This design comes from an exercise in tuning for small area, a short achievable clock period and few clock cycles per item on the open sky130 flow, not from production work.
The RTL was checked by simulation tests, not by an equivalence proof against the original design.
No activity file was given, so power comes from the tool's default toggle rates.

==> flow/run.sh <==
#!/bin/bash
# Standard ORFS layout, with small buffers on the ports instead of the
# default delay-cell port buffers.
cp standard.sh standard.sh.txt
cp config.mk config.mk.txt
export BUFFER_PORTS_ARGS="-buffer_cell sky130_fd_sc_hd__buf_1"
bash standard.sh > standard.log 2>&1
==> design.v <==
module axi_4_vlsu_req_sequencer_burst_calc
#(
    parameter int unsigned CNT_W      = 16,
    parameter int unsigned BURST_MAX  = 8,
    parameter int unsigned PAGE_BYTES = 4096,
    parameter int unsigned BEAT_BYTES = 8,
    parameter int unsigned N_W        = $clog2(BURST_MAX + 1)
) (
    input  logic [$clog2(PAGE_BYTES)-1:0] page_off,
    input  logic [CNT_W-1:0]              remaining,
    output logic [2:0]                    nm1,      
    output logic [7:0]                    nth,      
    output logic                          last      
);
    logic [3:0] cap;
    logic       rsmall;
    logic [3:0] n;
    assign cap   = (&page_off[11:6]) ? (4'd8 - {1'b0, page_off[5:3]}) : 4'd8;
    assign rsmall = (remaining[CNT_W-1:4] == '0);
    assign last  = rsmall && (remaining[3:0] <= cap);
    assign n     = (rsmall && (remaining[3:0] < cap)) ? remaining[3:0] : cap;
    assign nm1   = 3'(n - 4'd1);
    always_comb begin
        for (int i = 0; i < 8; i++) nth[i] = (4'(i) < n);
    end
endmodule
module axi_4_vlsu_req_sequencer
#(
    parameter int unsigned ADDR_W    = 32,
    parameter int unsigned DATA_W    = 64,
    parameter int unsigned BURST_MAX = 8,
    parameter int unsigned CNT_W     = 16
) (
    input  logic                          clk,
    input  logic                          reset,
    input  logic                          req_valid,
    output logic                          req_ready,
    input  logic                          req_we,
    input  logic [ADDR_W-1:0]             req_addr,
    input  logic [CNT_W-1:0]              req_beats,
    input  logic                          wdata_valid,
    output logic                          wdata_ready,
    input  logic [DATA_W-1:0]             wdata,
    output logic                          rdata_valid,
    input  logic                          rdata_ready,
    output logic [DATA_W-1:0]             rdata,
    output logic                          done,
    output logic                          err,
    output logic                          ld_req,
    output logic                          st_req,
    output logic [ADDR_W-1:0]             base_addr,
    output logic [7:0]                    burst_len,
    output logic [2:0]                    burst_size,
    output logic [1:0]                    burst_type,
    output logic [DATA_W*BURST_MAX-1:0]   vlsu_wdata,
    output logic [(DATA_W/8)*BURST_MAX-1:0] write_strobe,
    input  logic [DATA_W*BURST_MAX-1:0]   burst_rdata_array,
    input  logic                          burst_valid_data,
    input  logic                          burst_wr_valid
);
    localparam int unsigned AW = ADDR_W - 3;    
    logic              req_ready_q;
    logic              we_q;
    logic              err_q;
    logic              done_q;
    logic              calc_q;      
    logic              rc_q;        
    logic [AW-1:0]     a_q;         
    logic [CNT_W-1:0]  r_q;         
    logic [2:0]        nm1_q;       
    logic [7:0]        nth_q;       
    logic              last_q;      
    logic [7:0]        n2th_q;      
    logic [2:0]        n2m1_q;
    logic              l2_q;
    logic              st_req_q;
    logic              ld_req_q;
    logic              pend_q;      
    logic              plast_q;     
    logic [7:0]        pth_q;       
    logic              wact_q;      
    logic              rmore_q;     
    logic              wrdy_q;
    logic              rvld_q;
    logic [7:0]        cnt_q;       
    logic [7:0]        idx_q;       
    logic [DATA_W-1:0] slot_q [BURST_MAX];
    logic [2:0] c_nm1;
    logic [7:0] c_nth;
    logic       c_last;
    axi_4_vlsu_req_sequencer_burst_calc #(
        .CNT_W     (CNT_W),
        .BURST_MAX (BURST_MAX)
    ) u_burst_calc (
        .page_off  ({a_q[8:0], 3'b000}),
        .remaining (r_q),
        .nm1       (c_nm1),
        .nth       (c_nth),
        .last      (c_last)
    );
    logic [3:0]       n_cur;
    logic [CNT_W-1:0] r_nx;
    logic [3:0]       cap2;
    logic             small2;
    logic [3:0]       n2;
    assign n_cur  = {1'b0, nm1_q} + 4'd1;
    assign r_nx   = r_q - CNT_W'(n_cur);
    assign cap2   = (a_q[8:3] == 6'd62 && nm1_q == 3'd7) ? (4'd8 - {1'b0, a_q[2:0]}) : 4'd8;
    assign small2 = (r_nx[CNT_W-1:4] == '0);
    assign n2     = (small2 && (r_nx[3:0] < cap2)) ? r_nx[3:0] : cap2;
    always_ff @(posedge clk) begin
        n2m1_q <= 3'(n2 - 4'd1);
        l2_q   <= small2 && (r_nx[3:0] <= cap2);
        for (int i = 0; i < 8; i++) n2th_q[i] <= (4'(i) < n2);
    end
    logic       accept, misal, empty, issue, resp;
    logic       take, pop;
    logic       pend_d;
    logic [7:0] cnt_w, cnt_wa, cnt_ra;
    logic       st_d, ld_d, done_d;
    assign accept = req_valid && req_ready_q;
    assign misal  = (req_addr[2:0] != 3'b000);
    assign empty  = (req_beats == '0);
    assign issue  = st_req_q || ld_req_q;
    assign resp   = burst_wr_valid || burst_valid_data;
    assign take   = wdata_valid && wrdy_q;
    assign pop    = rvld_q && rdata_ready;
    assign pend_d = issue || (pend_q && !resp);
    assign cnt_w  = st_req_q ? (last_q ? 8'h00 : n2th_q) : cnt_q;
    assign cnt_wa = calc_q ? c_nth : (take ? (cnt_w >> 1) : cnt_w);
    assign cnt_ra = burst_valid_data ? pth_q : (pop ? (cnt_q >> 1) : cnt_q);
    assign st_d   = we_q && wact_q && !cnt_wa[0] && !pend_d && !st_req_q;
    assign ld_d   = !we_q && (rmore_q || calc_q) && !cnt_ra[0] && !pend_d && !ld_req_q;
    assign done_d = (accept && (misal || empty)) ||
                    (we_q && burst_wr_valid && pend_q && plast_q) ||
                    (!we_q && pop && !cnt_q[1] && plast_q);
    always_ff @(posedge clk) begin
        if (reset) begin
            req_ready_q <= 1'b1;
            done_q      <= 1'b0;
            calc_q      <= 1'b0;
            st_req_q    <= 1'b0;
            ld_req_q    <= 1'b0;
            pend_q      <= 1'b0;
            plast_q     <= 1'b0;
            wact_q      <= 1'b0;
            rmore_q     <= 1'b0;
            wrdy_q      <= 1'b0;
            rvld_q      <= 1'b0;
            cnt_q       <= '0;
            idx_q       <= 8'h01;
        end else begin
            req_ready_q <= done_d || (req_ready_q && !req_valid);
            done_q      <= done_d;
            calc_q      <= accept && !misal && !empty;
            st_req_q    <= st_d;
            ld_req_q    <= ld_d;
            pend_q      <= pend_d;
            if (issue) plast_q <= last_q;
            if (calc_q)        wact_q <= we_q;
            else if (st_req_q) wact_q <= !last_q;
            if (calc_q)        rmore_q <= !we_q;
            else if (ld_req_q) rmore_q <= !last_q;
            wrdy_q      <= we_q && (cnt_wa[0] || (st_d && !last_q));
            rvld_q      <= !we_q && cnt_ra[0];
            cnt_q       <= we_q ? cnt_wa : cnt_ra;
            if (we_q) begin
                if (calc_q || (take && !cnt_w[1])) idx_q <= 8'h01;
                else if (take)                     idx_q <= {idx_q[6:0], idx_q[7]};
            end else begin
                if (burst_valid_data)              idx_q <= 8'h01;
                else if (pop)                      idx_q <= {idx_q[6:0], idx_q[7]};
            end
        end
    end
    always_ff @(posedge clk) begin
        if (req_ready_q) begin
            we_q  <= req_we;
            err_q <= misal;
            a_q   <= req_addr[ADDR_W-1:3];
            r_q   <= req_beats;
        end else if (issue) begin
            a_q   <= a_q + AW'(n_cur);
            r_q   <= r_nx;
        end
        if (calc_q || rc_q) begin
            nm1_q  <= c_nm1;
            nth_q  <= c_nth;
            last_q <= c_last;
        end else if (st_req_q) begin
            nm1_q  <= n2m1_q;
            nth_q  <= n2th_q;
            last_q <= l2_q;
        end
        if (issue) pth_q <= nth_q;
        rc_q <= ld_req_q;
    end
    logic             cap_rd;
    logic [7:0]       sel_w;
    logic [7:0]       sel_h;
    assign cap_rd = !we_q && !rvld_q;    
    assign sel_w  = idx_q & {8{wrdy_q}};
    assign sel_h  = ~(sel_w | {8{cap_rd}});
    always_ff @(posedge clk) begin
        for (int i = 0; i < BURST_MAX; i++) begin
            slot_q[i] <= ({DATA_W{sel_w[i]}} & wdata) |
                         ({DATA_W{cap_rd}}   & burst_rdata_array[DATA_W*i +: DATA_W]) |
                         ({DATA_W{sel_h[i]}} & slot_q[i]);
        end
    end
    always_comb begin
        rdata = '0;
        for (int i = 0; i < BURST_MAX; i++)
            rdata = rdata | ({DATA_W{idx_q[i]}} & slot_q[i]);
    end
    assign req_ready   = req_ready_q;
    assign wdata_ready = wrdy_q;
    assign rdata_valid = rvld_q;
    assign done        = done_q;
    assign err         = err_q;
    assign ld_req      = ld_req_q;
    assign st_req      = st_req_q;
    assign base_addr   = {a_q, 3'b000};
    assign burst_len   = {5'b00000, nm1_q};
    assign burst_size  = 3'd3;
    assign burst_type  = 2'b01;
    always_comb begin
        for (int i = 0; i < BURST_MAX; i++) begin
            vlsu_wdata[DATA_W*i +: DATA_W] = slot_q[i];
            write_strobe[8*i +: 8]         = {8{nth_q[i]}};
        end
    end
endmodule
==> constraint.sdc <==
create_clock -name core_clock -period 5.0 [get_ports {clk}]
set_input_delay 1.0000 -clock core_clock [delete_from_list [all_inputs] [get_ports {clk}]]
set_output_delay 1.0000 -clock core_clock [all_outputs]
set_load 0.01 [all_outputs]
==> config.mk <==
export PLATFORM = sky130hd
export DESIGN_NAME = axi_4_vlsu_req_sequencer
export DESIGN_NICKNAME = axi_4_vlsu_req_sequencer
export VERILOG_FILES = /design/flow/design.v
export SDC_FILE = /design/flow/constraint.sdc
export NUM_CORES = 4
export LEC_CHECK = 0
export CAP_MARGIN = 20
export CORE_AREA = 10 10 510 510
export DIE_AREA = 0 0 520 520
export SLEW_MARGIN = 20
==> standard.sh <==
#!/bin/bash
# synth_recipe.tcl (not shown) runs the flow's synth.tcl, then flattens the netlist and writes it again
# the make line also repeats each setting of config.mk as NAME=value (left out here)
make -C /OpenROAD-flow-scripts/flow DESIGN_CONFIG=/design/flow/config.mk WORK_HOME=/design/flow/orfs CLKGATE_MAP_FILE= SYNTH_SCRIPT=/design/flow/synth_recipe.tcl "${@:-finish}"
==> results.cfg, run 1 <==
[run_status]
status = no timing/DRC/antenna violations

[clock_tree]
post_cts.resized_instances = 0
cts_buffers = 82
post_cts_buffers = 0
clockBufferDepth = 3
cts-root-buf = clkbuf_16
clk-insertion-delay-late_ps = 740
clk_pin_slew_ps = 50
htree_levels = 3
cts_tree = built
cts-hold-fix-buffers = 0
clkSinkCount = 619

[routing]
first_iter_violations = 4410
ant_nets = 0
vias_per_cell = 4.28
post_drt_wl_per_cell_um = 34.6
wirelength_um = 274000
via_count = 33780
drc_errors = 0
dr.pass1.iters = 7

[timing]
fin_crit_ps = 3930
clock_skew_ps = 87.6
finalSetupViolCount = 0
worst_pin_slew_ps = 1120
hold_viol = 0
fin_tns_setup_ps = 0
fmax_mhz = 254
period_share = 0.786
layout_setup_ws_ps = 1070
rsz0062_at_grt = false
slew_headroom = 0.250
holdWs_ps = 428
slew_viol_final = 0

[pwr]
p_sw_w = 0.00635
p_leak_nw = 14.6
p_total_w = 0.0168
peakVddDrop_v = 0.000247
power_frac_comb = 0.227
p_clk_frac = 0.383
power_density_nw_per_um2 = 428
p_int_w = 0.0104
switching_share = 0.379
seqPwrFrac = 0.390

[logic_synthesis]
ys_warn_count = 3
synth_async_sr_flop_share = 0
yosysUniqueCellTypes = 60
netlist_instances = 3389
yosysSeqAreaShare = 0.466
synth_edf_count = 67
syn_area_per_cell_um2 = 8.28
synth-main-ff-cell = dfxtp_1
synth_area_um2 = 28100
ys_ff_latch = 619

[worst_setup_path]
r2r_slack_ps = 1360
cp_cell_sequence = buf_4 > a22oi_1 > nand4_1 > buf_1
cp-start-kind = flop
path_max_fanout = 35
cp.depth = 4
crit_path_end_kind = output pin
crit_type = reg -> out
slowest_stage = dfxtp_4
crit_required_ps = 4000
critical_path_arrival_ps = 2930
max_stage_delay_ps = 890
r2r_cells = 12
path_buf_inv = 2
cpLargestDelayFamily = flip-flops

[finish]
syn2layout_area_growth_pct = 39.7
drive_above_1_share = 0.0546
final_nets = 5134

[global_routing]
grt_max_degree = 146
grt_pass1_vias = 32007
grt_pass1_wl_um = 344000
grt_overflow = 0
track_usage = 0.190
antenna_found_initial = 114

[placed_design]
port_buffers = 1310
dp_worst_setup_slack_ps = 1410
gp_congestion = 0.937
hpwlAfterDp_um = 223000

[min_path]
hold_class = in -> reg
hold_depth = 1

[floorplan]
initial_core_util = 0.113
io_pins = 1324
die-height_um = 520
core_area_um2 = 249000
rows = 183
fp.dieW_um = 520
die_area_um2 = 270000

[flow_run]
cap_violations = 0
worst reg2reg max path: cells and delay by family, from the launching register on:
family / cells / cell delay (ps)
fa+ha+maj: 3 / 840
xor+xnor: 2 / 640
simple gates: 2 / 360
compound gates: 2 / 390
buf+inv: 2 / 270
mux: 1 / 410
flops: 1 / 550
registers in the layout, indices dropped and copies added (netlist names), 8 cells and up:
| register | count |
|---|---|
| r_q | 16 |
| nth_q | 8 |
| pth_q | 8 |
| slot_q | 512 |
| cnt_q | 8 |
| a_q | 29 |
| idx_q | 8 |
| n2th_q | 8 |
placed cells by master, fill, tap and decap left out, types with 32 or more instances in the layout:
cell type  Yosys  routed
nand2_1     1108    1108
nand4_1       72      72
edfxtp_1      67      67
a22oi_1      780     780
clkbuf_16      0      83
buf_4         69      56
xnor2_1       32      32
nor2_1        73      64
inv_1         32      32
a21oi_1       32      32
buf_1         78    1308
o21ai_0       44      44
dfxtp_1      552     543
power by group through the flow:
stage,sequential [W],combinational (W),clock [W]
4_1_cts,0.00651,0.00388,0.00658
6_report,0.00653,0.00380,0.00642
5_1_grt,0.00658,0.00416,0.00674
3_3_place_gp,0.00659,0.00387,0
2_1_floorplan,0.00657,0.00127,0
3_5_place_dp,0.00660,0.00387,0
metrics by stage:
step / std cells / util / area [um2]
after floorplan: 3400 / - / 28100
after global placement: 7724 / 0.146 / 36200
after detailed placement: 7724 / 0.146 / 36200
after CTS: 7872 / 0.157 / 39100
after global routing: 7892 / 0.157 / 39200
final: 7901 / 0.158 / 39200
cell type report:
type / count / area [um2]
Clock inverter: 36 / 592
Clock buffer: 112 / 2310
Inverter: 32 / 120
Sequential cell: 619 / 13100
Multi-Input combinational cell: 2369 / 13300
Timing Repair Buffer: 1374 / 5520
Fill cell: 28674 / 209000
Antenna cell: 29 / 72.6
Tap cell: 3330 / 4170
cell families after synthesis:
logic type / Yosys count / share of synthesized area
buffers and inverters: 412 / 0.0646
muxes: 26 / 0.00977
other: 2 / 0.000268
and+or+nand+nor: 1361 / 0.199
xor gates and xnor gates: 46 / 0.0144
DFF: 619 / 0.466
adders and majority gates: 24 / 0.0112
AOI/OAI and AO/OA: 899 / 0.235
Yosys cell counts (8+ instances only):
cell / n / area [um2]
a22oi_1: 780 / 5860
nand3_1: 9 / 45.0
nand2b_1: 8 / 50.1
dfxtp_1: 552 / 11100
nor3_1: 29 / 145
nand2_1: 1108 / 4160
edfxtp_1: 67 / 2010
inv_1: 32 / 120
nor2_1: 73 / 274
a21oi_1: 32 / 160
nand4_1: 72 / 450
and2_1: 9 / 56.3
xor2_1: 14 / 123
clkbuf_1: 232 / 871
ha_1: 22 / 275
nor4_1: 13 / 81.3
buf_1: 78 / 293
mux2_2: 11 / 124
mux2i_1: 15 / 150
o21ai_0: 44 / 220
buf_4: 69 / 518
xnor2_1: 32 / 280
per-layer routing:
layer	global-route usage	part of all wire	vias up
met1	0.210	0.36	16310
met4	0.0752	0.048	30
met2	0.299	0.44	2638
li1	-	-	14220
met3	0.112	0.15	582
met5	0	0.00073	-
path summary, 6_finish.rpt:
path	start	to
max	idx_q[2]	rdata[4]
min	req_we	we_q
max reg2reg	a_q[0]	nm1_q[2]
min reg2reg	slot_q[6][3]	slot_q[6][3]
Testbench counts, summed over its fixed seeds: cycles 28,551, beats 17,486.
==> run 2, diff against run 1 <==
==> run.sh (new file) <==
#!/bin/bash
# synth_recipe.tcl (not shown) runs the flow's synth.tcl, then flattens the netlist and writes it again
# the make line also repeats each setting of config.mk as NAME=value (left out here)
make -C /OpenROAD-flow-scripts/flow DESIGN_CONFIG=/design/flow/config.mk WORK_HOME=/design/flow/orfs CLKGATE_MAP_FILE= SYNTH_SCRIPT=/design/flow/synth_recipe.tcl finish
removed: flow/run.sh
removed: standard.sh
==> results.cfg, run 2 <==
[finish]
top_register = slot_q
multi_input_area_um2 = 13300
final_common_cell = clkdlybuf4s50_1
layout_common_cells = clkdlybuf4s50_1, nand2_1, a22oi_1, dfxtp_1, clkbuf_16
drive_above_1_share = 0.0575
register_area_um2 = 13100
largest_register_ffs = 512
top_regs = slot_q x512, a_q x29, r_q x16
final_nets = 5150
syn2layout_area_growth_pct = 69.8
num-fill-cells = 27739

[clock_tree]
cts-root-buf = clkbuf_16
htree_levels = 3
clk_pin_slew_ps = 60
post_cts_buffers = 0
post_cts.resized_instances = 0
clkSinkCount = 619
cts-hold-fix-buffers = 0
clk-insertion-delay-late_ps = 740
cts_buffers = 87
cts_tree = built
clockBufferDepth = 3

[pwr]
seqPwrFrac = 0.364
p_int_w = 0.0117
power_density_nw_per_um2 = 385
p_clk_frac = 0.361
switching_share = 0.362
p_leak_nw = 18.3
p_sw_w = 0.00663
power_frac_comb = 0.275
peakVddDrop_v = 0.000242
p_total_w = 0.0183

[floorplan]
core_area_um2 = 249000
initial_core_util = 0.113
fp.dieW_um = 520
io_pins = 1324
rows = 183
die-height_um = 520
die_area_um2 = 270000

[timing]
hold_viol = 0
fmax_mhz = 238
period_share = 0.841
slew_viol_final = 0
fin_tns_setup_ps = 0
slew_headroom = 0.299
fin_crit_ps = 4200
rsz0062_at_grt = false
clock_skew_ps = 40.7
finalSetupViolCount = 0
worst_pin_slew_ps = 1050

[logic_synthesis]
synth_edf_count = 67
yosysSeqAreaShare = 0.466
syn_area_per_cell_um2 = 8.28
yosysMostFrequentCell = nand2_1
synth_top_area_share = 0.394
yosys-top-cells-area = dfxtp_1, a22oi_1, nand2_1, edfxtp_1, clkbuf_1
yosys.area.top_type = dfxtp_1
yosys-top-cells-count = nand2_1, a22oi_1, dfxtp_1, clkbuf_1, buf_1
yosysUniqueCellTypes = 60
synth-main-ff-cell = dfxtp_1
ys_warn_count = 3
synth_async_sr_flop_share = 0
netlist_instances = 3389
synth_area_um2 = 28100
ys_ff_latch = 619

[worst_setup_path]
crit_required_ps = 4000
r2r_cells = 12
path_max_fanout = 35
rr_endpoint = nm1_q[2]
reg2reg_from = a_q[0]
cp-start-kind = flop
r2r_slack_ps = 1200
critical_path_arrival_ps = 3200
crit_path_start = idx_q[1]
crit_type = reg -> out
crit_path_end_kind = output pin

[global_routing]
track_usage = 0.200
grt_pass1_wl_um = 363000
grt_use_met3 = 0.102
busiest_layer = met2
use_met2 = 0.310
antenna_found_initial = 89
grt_overflow = 0
grt_pass1_vias = 33361
use_met1 = 0.232
grt_max_degree = 109

[min_path]
hold_class = reg -> reg
hold_depth = 0
min_to = rc_q
hp-start = ld_req_q

[routing]
ant_nets = 0
dr.pass1.iters = 6
drc_errors = 0
via_count = 34287
post_drt_wl_per_cell_um = 36.3
vias_per_cell = 4.32
first_iter_violations = 4034
wirelength_um = 288000

[placed_design]
port_buffers = 1310
hpwlAfterDp_um = 228000
gp_congestion = 0.950

[flow_run]
cap_violations = 0

[run_status]
status = no timing/DRC/antenna violations
==> run 2: power groups by stage <==
stage               Combinational, W  Clock, W  Sequential (W)
floorplan                    0.00127         0         0.00657
global placement             0.00508         0         0.00675
detailed placement           0.00507         0         0.00675
CTS                          0.00510   0.00680         0.00666
global route                 0.00538   0.00694         0.00673
finish                       0.00503   0.00662         0.00668
==> run 2: layout make-up <==
| class | instances | area share |
|---|---|---|
| tap | 3330 | 0.0875 |
| clock inverter | 29 | 0.00817 |
| clock buffer | 125 | 0.0536 |
| inverter | 32 | 0.00252 |
| sequential | 619 | 0.275 |
| timing repair buffer | 1385 | 0.292 |
| antenna | 43 | 0.00226 |
| multi-input combinational | 2369 | 0.279 |
==> run 2: cells by family after synthesis <==
| kind of cell | count (synthesis) | synth area share |
|---|---|---|
| buffers and inverters | 412 | 0.0646 |
| multiplexers | 26 | 0.00977 |
| AND/OR/NAND/NOR | 1361 | 0.199 |
| XOR/XNOR | 46 | 0.0144 |
| adder cells (fa/ha/maj) | 24 | 0.0112 |
| flip-flops | 619 | 0.466 |
| AO/OA/AOI/OAI | 899 | 0.235 |
| other | 2 | 0.000268 |
==> run 2: worst max path at each step <==
stage | depth (start not counted) | slack [ps] | endpoint
2_1_floorplan | 15 | 1690 | nth_q[4]
3_3_place_gp | 13 | 1140 | n2th_q[6]
3_5_place_dp | 13 | 1250 | n2th_q[0]
4_1_cts | 3 | 600 | rdata[63]
5_1_grt | 4 | 710 | rdata[49]
6_report | 3 | 800 | rdata[63]
==> run 2: metal layers <==
layer,up-vias,routed length (um)
li1,14283,-
met2,2494,126000
met4,18,13300
met5,-,124
met3,501,37200
met1,16991,111000
==> run 2: metrics by stage <==
stage / cell area, um2 / worst slack [ps] / cells / utilization / hold WS [ps]
after global placement: 44600 / 1140 / 7734 / 0.179 / 429
after detailed placement: 44600 / 1250 / 7735 / 0.179 / 427
after global routing: 47600 / 707 / 7919 / 0.191 / 465
final: 47600 / 796 / 7932 / 0.192 / 437
after floorplan: 28100 / 1690 / 3400 / - / 415
after CTS: 47500 / 603 / 7889 / 0.191 / 435
==> run 2: critical path: stages (launching register included) <==
cell	delay, ps
dfxtp_4	910
a22oi_1	210
nand4_1	590
clkdlybuf4s50_1	680

static timing again, ports no longer ideal:
The results above use ideal ports. As a check the final layouts listed here were re-extracted and re-timed, cells and wires unchanged. Step 1 sets driving cells, clkbuf_16 on the clock port and buf_2 on the other inputs (assumed; they add their load-dependent delay and slew). Step 2, shift: input delay + t, output delay - t, t = (earliest + latest rising clock arrival at the registers) / 2. This alone moves slack from input paths to output paths. Three values: ideal, step 1, step 2; two values: the first two.
run | t (ns) | slack for setup (ns) | slew at the worst register clock pin (ns)
run 1 | 0.802 | 1.069 / 0.969 / 1.359 | 0.07 / 0.07
run 2 | 0.827 | 0.796 / 0.700 / 1.197 | 0.07 / 0.07
After both steps setup and hold are still met in every run listed.
